Context: an optimization exercise on an open-source flow, tuned for small area and a short achievable clock period. The choices shown serve that exercise and are no tape-out recipe. The RTL was checked by simulation tests, not by an equivalence proof against the original design. Power is estimated from default activity; no workload was simulated.

== old ==
==> module exu_core, before the edit <==
module exu_core (
    input  logic        valid,
    input  logic [3:0]  aluop,
    input  logic [2:0]  bcuop,
    input  logic [63:0] op1,
    input  logic [63:0] op2,
    input  logic [63:0] pc,
    input  logic [63:0] offset,
    input  logic [1:0]  opsel,
    input  logic        word,
    input  logic        shift_word,
    input  logic [63:0] result_q,
    input  logic [63:0] dnpc_q,
    input  logic        jump_q,
    output logic [63:0] result,
    output logic [63:0] dnpc,
    output logic        jump
);
    logic        is_add, is_sub, is_sll, is_slt, is_sltu, is_xor, is_srl, is_sra;
    logic        is_or, is_and, is_auipc, is_lui, is_jalr, is_jal;
    logic        is_u, is_link, alu_op, sel_off, sel_op2;
    logic        s_sum_lo, s_sum_hi, s_shr_lo, s_shr_hi, s_shl_lo, s_shl_hi;
    logic        s_xor_lo, s_xor_hi, s_or_lo, s_or_hi, s_and_lo, s_and_hi;
    logic        s_slt, s_sltu, s_inc, s_word, s_hold;
    logic        s_taken, s_fall;
    logic [63:0] a;
    logic [63:0] b;
    logic [63:0] add_a;
    logic [63:0] add_b;
    logic [63:0] sum;
    logic [63:0] hx;
    logic [63:0] ga;
    logic [63:0] sh;
    logic [63:0] inc;
    logic [63:0] taken;
    logic        eq, lt, ltu, cond;
    logic        alu31;
    assign is_add   = (aluop == exu_pkg::ALU_ADD);
    assign is_sub   = (aluop == exu_pkg::ALU_SUB);
    assign is_sll   = (aluop == exu_pkg::ALU_SLL);
    assign is_slt   = (aluop == exu_pkg::ALU_SLT);
    assign is_sltu  = (aluop == exu_pkg::ALU_SLTU);
    assign is_xor   = (aluop == exu_pkg::ALU_XOR);
    assign is_srl   = (aluop == exu_pkg::ALU_SRL);
    assign is_sra   = (aluop == exu_pkg::ALU_SRA);
    assign is_or    = (aluop == exu_pkg::ALU_OR);
    assign is_and   = (aluop == exu_pkg::ALU_AND);
    assign is_auipc = (aluop == exu_pkg::ALU_AUIPC);
    assign is_lui   = (aluop == exu_pkg::ALU_LUI);
    assign is_jalr  = (aluop == exu_pkg::ALU_JALR);
    assign is_jal   = (bcuop == exu_pkg::BCU_JAL);
    assign is_u    = is_auipc | is_lui;
    assign is_link = (is_jalr | is_jal) & ~is_u;
    assign alu_op  = ~is_u & ~is_jalr & ~is_jal;
    assign a = op1;
    assign sel_off = (opsel == 2'b01);
    assign b = sel_off ? offset : op2;
    assign sel_op2 = ~sel_off & ~is_u;
    always_comb begin
        add_a = ({64{is_auipc}} & pc) | ({64{~is_u}} & op1);
        add_b = ({64{sel_off & ~is_u}} & offset) | ({64{sel_op2}} & op2)
              | ({64{is_u}} & {op2[51:0], 12'd0});
    end
    exu_add #(.W(64), .L(6), .BK(1'b0)) u_add (
        .a   (add_a),
        .b   (add_b ^ {64{is_sub}}),
        .cin (is_sub),
        .y   (sum),
        .hx  (hx),
        .ga  (ga)
    );
    exu_bcu u_cmp (
        .a   (a),
        .b   (b),
        .eq  (eq),
        .lt  (lt),
        .ltu (ltu)
    );
    exu_alu u_shift (
        .a     (a),
        .amt   ({b[5] & ~shift_word, b[4:0]}),
        .left  (is_sll),
        .arith (is_sra),
        .word  (shift_word),
        .y     (sh)
    );
    exu_add #(.W(64), .L(6), .BK(1'b1)) u_taken (
        .a   (is_jalr ? op1 : pc),
        .b   (offset),
        .cin (1'b0),
        .y   (taken),
        .hx  (),
        .ga  ()
    );
    logic [63:0] inc_y;
    exu_add #(.W(64), .L(6), .BK(1'b1)) u_inc (
        .a   ({2'b00, pc[63:2]}),
        .b   (64'd0),
        .cin (1'b1),
        .y   (inc_y),
        .hx  (),
        .ga  ()
    );
    assign inc = {inc_y[61:0], pc[1:0]};
    assign s_hold   = ~valid;
    assign s_sum_lo = valid & (is_u | (alu_op & (is_add | is_sub)));
    assign s_sum_hi = valid & (is_u | (alu_op & ~word & (is_add | is_sub)));
    assign s_shr_lo = valid & alu_op & (is_srl | is_sra);
    assign s_shr_hi = s_shr_lo & ~word;
    assign s_shl_lo = valid & alu_op & is_sll;
    assign s_shl_hi = s_shl_lo & ~word;
    assign s_xor_lo = valid & alu_op & is_xor;
    assign s_xor_hi = s_xor_lo & ~word;
    assign s_or_lo  = valid & alu_op & is_or;
    assign s_or_hi  = s_or_lo & ~word;
    assign s_and_lo = valid & alu_op & is_and;
    assign s_and_hi = s_and_lo & ~word;
    assign s_slt    = valid & alu_op & is_slt;
    assign s_sltu   = valid & alu_op & is_sltu;
    assign s_inc    = valid & is_link;
    assign s_word   = valid & alu_op & word;
    assign alu31 = ((is_add | is_sub) & sum[31])
                 | ((is_srl | is_sra) & sh[31])
                 | (is_sll & sh[32])
                 | ((is_xor | is_or) & hx[31])
                 | ((is_and | is_or) & ga[31]);
    always_comb begin
        for (int i = 0; i < 32; i++) begin
            result[i] = (s_sum_lo & sum[i]) | (s_shr_lo & sh[i]) | (s_shl_lo & sh[63-i])
                      | ((s_xor_lo | s_or_lo) & hx[i]) | ((s_and_lo | s_or_lo) & ga[i])
                      | (s_inc & inc[i]) | (s_hold & result_q[i]);
        end
        for (int i = 32; i < 64; i++) begin
            result[i] = (s_sum_hi & sum[i]) | (s_shr_hi & sh[i]) | (s_shl_hi & sh[63-i])
                      | ((s_xor_hi | s_or_hi) & hx[i]) | ((s_and_hi | s_or_hi) & ga[i])
                      | (s_inc & inc[i]) | (s_word & alu31) | (s_hold & result_q[i]);
        end
        result[0] = result[0] | (s_slt & lt) | (s_sltu & ltu);
    end
    always_comb begin
        case (bcuop)
            exu_pkg::BCU_BEQ:  cond = eq;
            exu_pkg::BCU_BNE:  cond = ~eq;
            exu_pkg::BCU_BLT:  cond = lt;
            exu_pkg::BCU_BGE:  cond = ~lt;
            exu_pkg::BCU_BLTU: cond = ltu;
            exu_pkg::BCU_BGEU: cond = ~ltu;
            exu_pkg::BCU_JAL:  cond = 1'b1;
            default:           cond = 1'b0;
        endcase
    end
    assign jump = valid ? (cond | is_jalr) : jump_q;
    assign s_taken = valid & (is_jalr | cond);
    assign s_fall  = valid & ~is_jalr & ~cond;
    always_comb begin
        dnpc = ({64{s_taken}} & {taken[63:1], taken[0] & ~is_jalr})
             | ({64{s_fall}} & inc) | ({64{s_hold}} & dnpc_q);
    end
endmodule
clock: 11.0 ns
lec_check: 0
abc_area: 1
cap_margin: 20
core_margin: 2
core_utilization: 45
setup_slack_margin: 5
slew_margin: 20
tns_end_percent: 20
standard.sh (not shown) runs the stock make flow with config.mk's settings and CLKGATE_MAP_FILE= SYNTH_SCRIPT=/design/flow/synth_recipe.tcl, a recipe that flattens the netlist after the stock synthesis.
==> flow/flow/run.sh <==
#!/bin/bash
# The standard layout (standard.sh) with three changes to how the layout
# is made; the design, clock period and constraints are unchanged:
#  - the port buffers are the smallest plain buffer (buf_1) instead of the
#    default delay buffer;
#  - synthesis leaves adders to abc as plain gates (ADDER_MAP_FILE empty: no
#    full/half-adder cells, which are slow); registers are untouched;
#  - timing repair aims for 6 ns of setup slack instead of config.mk's 5.
# All of make's output goes to standard.log; ORFS keeps each step's log under
# orfs/logs/.
set -euo pipefail
export BUFFER_PORTS_ARGS="-buffer_cell sky130_fd_sc_hd__buf_1"
bash standard.sh ADDER_MAP_FILE= SETUP_SLACK_MARGIN=6 finish > standard.log 2>&1
STATUS run=old STAGES=ALL_DONE FINAL_CHECKS=FAILED CAUSE=capacitance limit, slew limit
Modified inputs, new compared to old
-- flow/design.v --
<<< old, line 172
    logic        s_xor_lo, s_xor_hi, s_or_lo, s_or_hi, s_and_lo, s_and_hi;
    logic        s_slt, s_sltu, s_inc, s_word, s_hold;
    logic        s_taken, s_fall;
    logic [63:0] a;
    logic [63:0] b;
>>> new, line 172
    logic        s_xor_lo, s_xor_hi, s_or_lo, s_or_hi, s_and_lo, s_and_hi;
    logic        s_slt, s_sltu, s_inc, s_word, s_hold;
    logic        s_jalr, s_taken, s_fall;
    logic [63:0] a;
    logic [63:0] b;
<<< old, line 203
    assign alu_op  = ~is_u & ~is_jalr & ~is_jal;
    assign a = op1;
    assign sel_off = (opsel == 2'b01);
    assign b = sel_off ? offset : op2;
    assign sel_op2 = ~sel_off & ~is_u;
>>> new, line 203
    assign alu_op  = ~is_u & ~is_jalr & ~is_jal;
    assign a = op1;
    assign sel_off = (opsel == 2'b01) | is_jalr;
    assign b = sel_off ? offset : op2;
    assign sel_op2 = ~sel_off & ~is_u;
<<< old, line 235
    );
    exu_add #(.W(64), .L(6), .BK(1'b1)) u_taken (
        .a   (is_jalr ? op1 : pc),
        .b   (offset),
        .cin (1'b0),
>>> new, line 235
    );
    exu_add #(.W(64), .L(6), .BK(1'b1)) u_taken (
        .a   (pc),
        .b   (offset),
        .cin (1'b0),
<<< old, line 300
    end
    assign jump = valid ? (cond | is_jalr) : jump_q;
    assign s_taken = valid & (is_jalr | cond);
    assign s_fall  = valid & ~is_jalr & ~cond;
    always_comb begin
        dnpc = ({64{s_taken}} & {taken[63:1], taken[0] & ~is_jalr})
             | ({64{s_fall}} & inc) | ({64{s_hold}} & dnpc_q);
    end
>>> new, line 300
    end
    assign jump = valid ? (cond | is_jalr) : jump_q;
    assign s_jalr  = valid & is_jalr;
    assign s_taken = valid & ~is_jalr & cond;
    assign s_fall  = valid & ~is_jalr & ~cond;
    always_comb begin
        dnpc = ({64{s_jalr}} & {sum[63:1], 1'b0}) | ({64{s_taken}} & taken)
             | ({64{s_fall}} & inc) | ({64{s_hold}} & dnpc_q);
    end
[summary]
- No crash in new: every stage finished, but the layout fails its final checks due to capacitance limit, slew limit.
- Sort new and old by area after synthesis, ascending, and old comes first.
- Clock-pin transition on the worst setup and hold timing paths: old vs new — no meaningful difference
- new vs. old: core utilization of the finished layout -0.77 points; total power +0.48%; area inside the core boundary +about 2.6%; final clock period utilization by the worst path +0.33 points.
- Compare new and old | number of pins exceeding their max-slew limit in the final report lower: new
- Against old, new reports a part of the power in registers that is lower.
- old vs new, worst setup path endpoint: u_stage.out_result[19]$_DFF_PN0_ vs u_stage.out_dnpc[43]$_DFF_PN0_
- Status: combined area of the multi-input logic cells parity (new, old)

-- static timing again, ports no longer ideal --
The flow's constraints put no driver on any port. The routed layouts listed below were extracted and timed again, unchanged, in two steps. Step 1: set_driving_cell puts a clkbuf_16 on clk and a buf_2 on each other input, an assumption about the parent block. Step 2 moves the port delays by t, midway between the first and last clock arrival at a register: inputs arrive t later, outputs are due t later. That takes back most of the time a late clock gives input paths. Slacks: ideal ports / drivers / drivers and shift; pairs: ideal ports / drivers.
run | t, ns | setup slack, ns | hold WS [ns] | slew at the worst register clock pin (ns) | cell pins on the clock port's net
old | 0.606 | 5.885 / 5.906 / 5.300 | 0.481 / 0.481 / 0.481 | 0.11 / 0.11 | 1
new | 0.587 | 5.848 / 5.849 / 5.262 | 0.471 / 0.471 / 0.471 | 0.10 / 0.10 | 1
For new, which loses most, drivers alone change the setup slack by +0.001 ns; drivers and shift together by -0.586 ns.
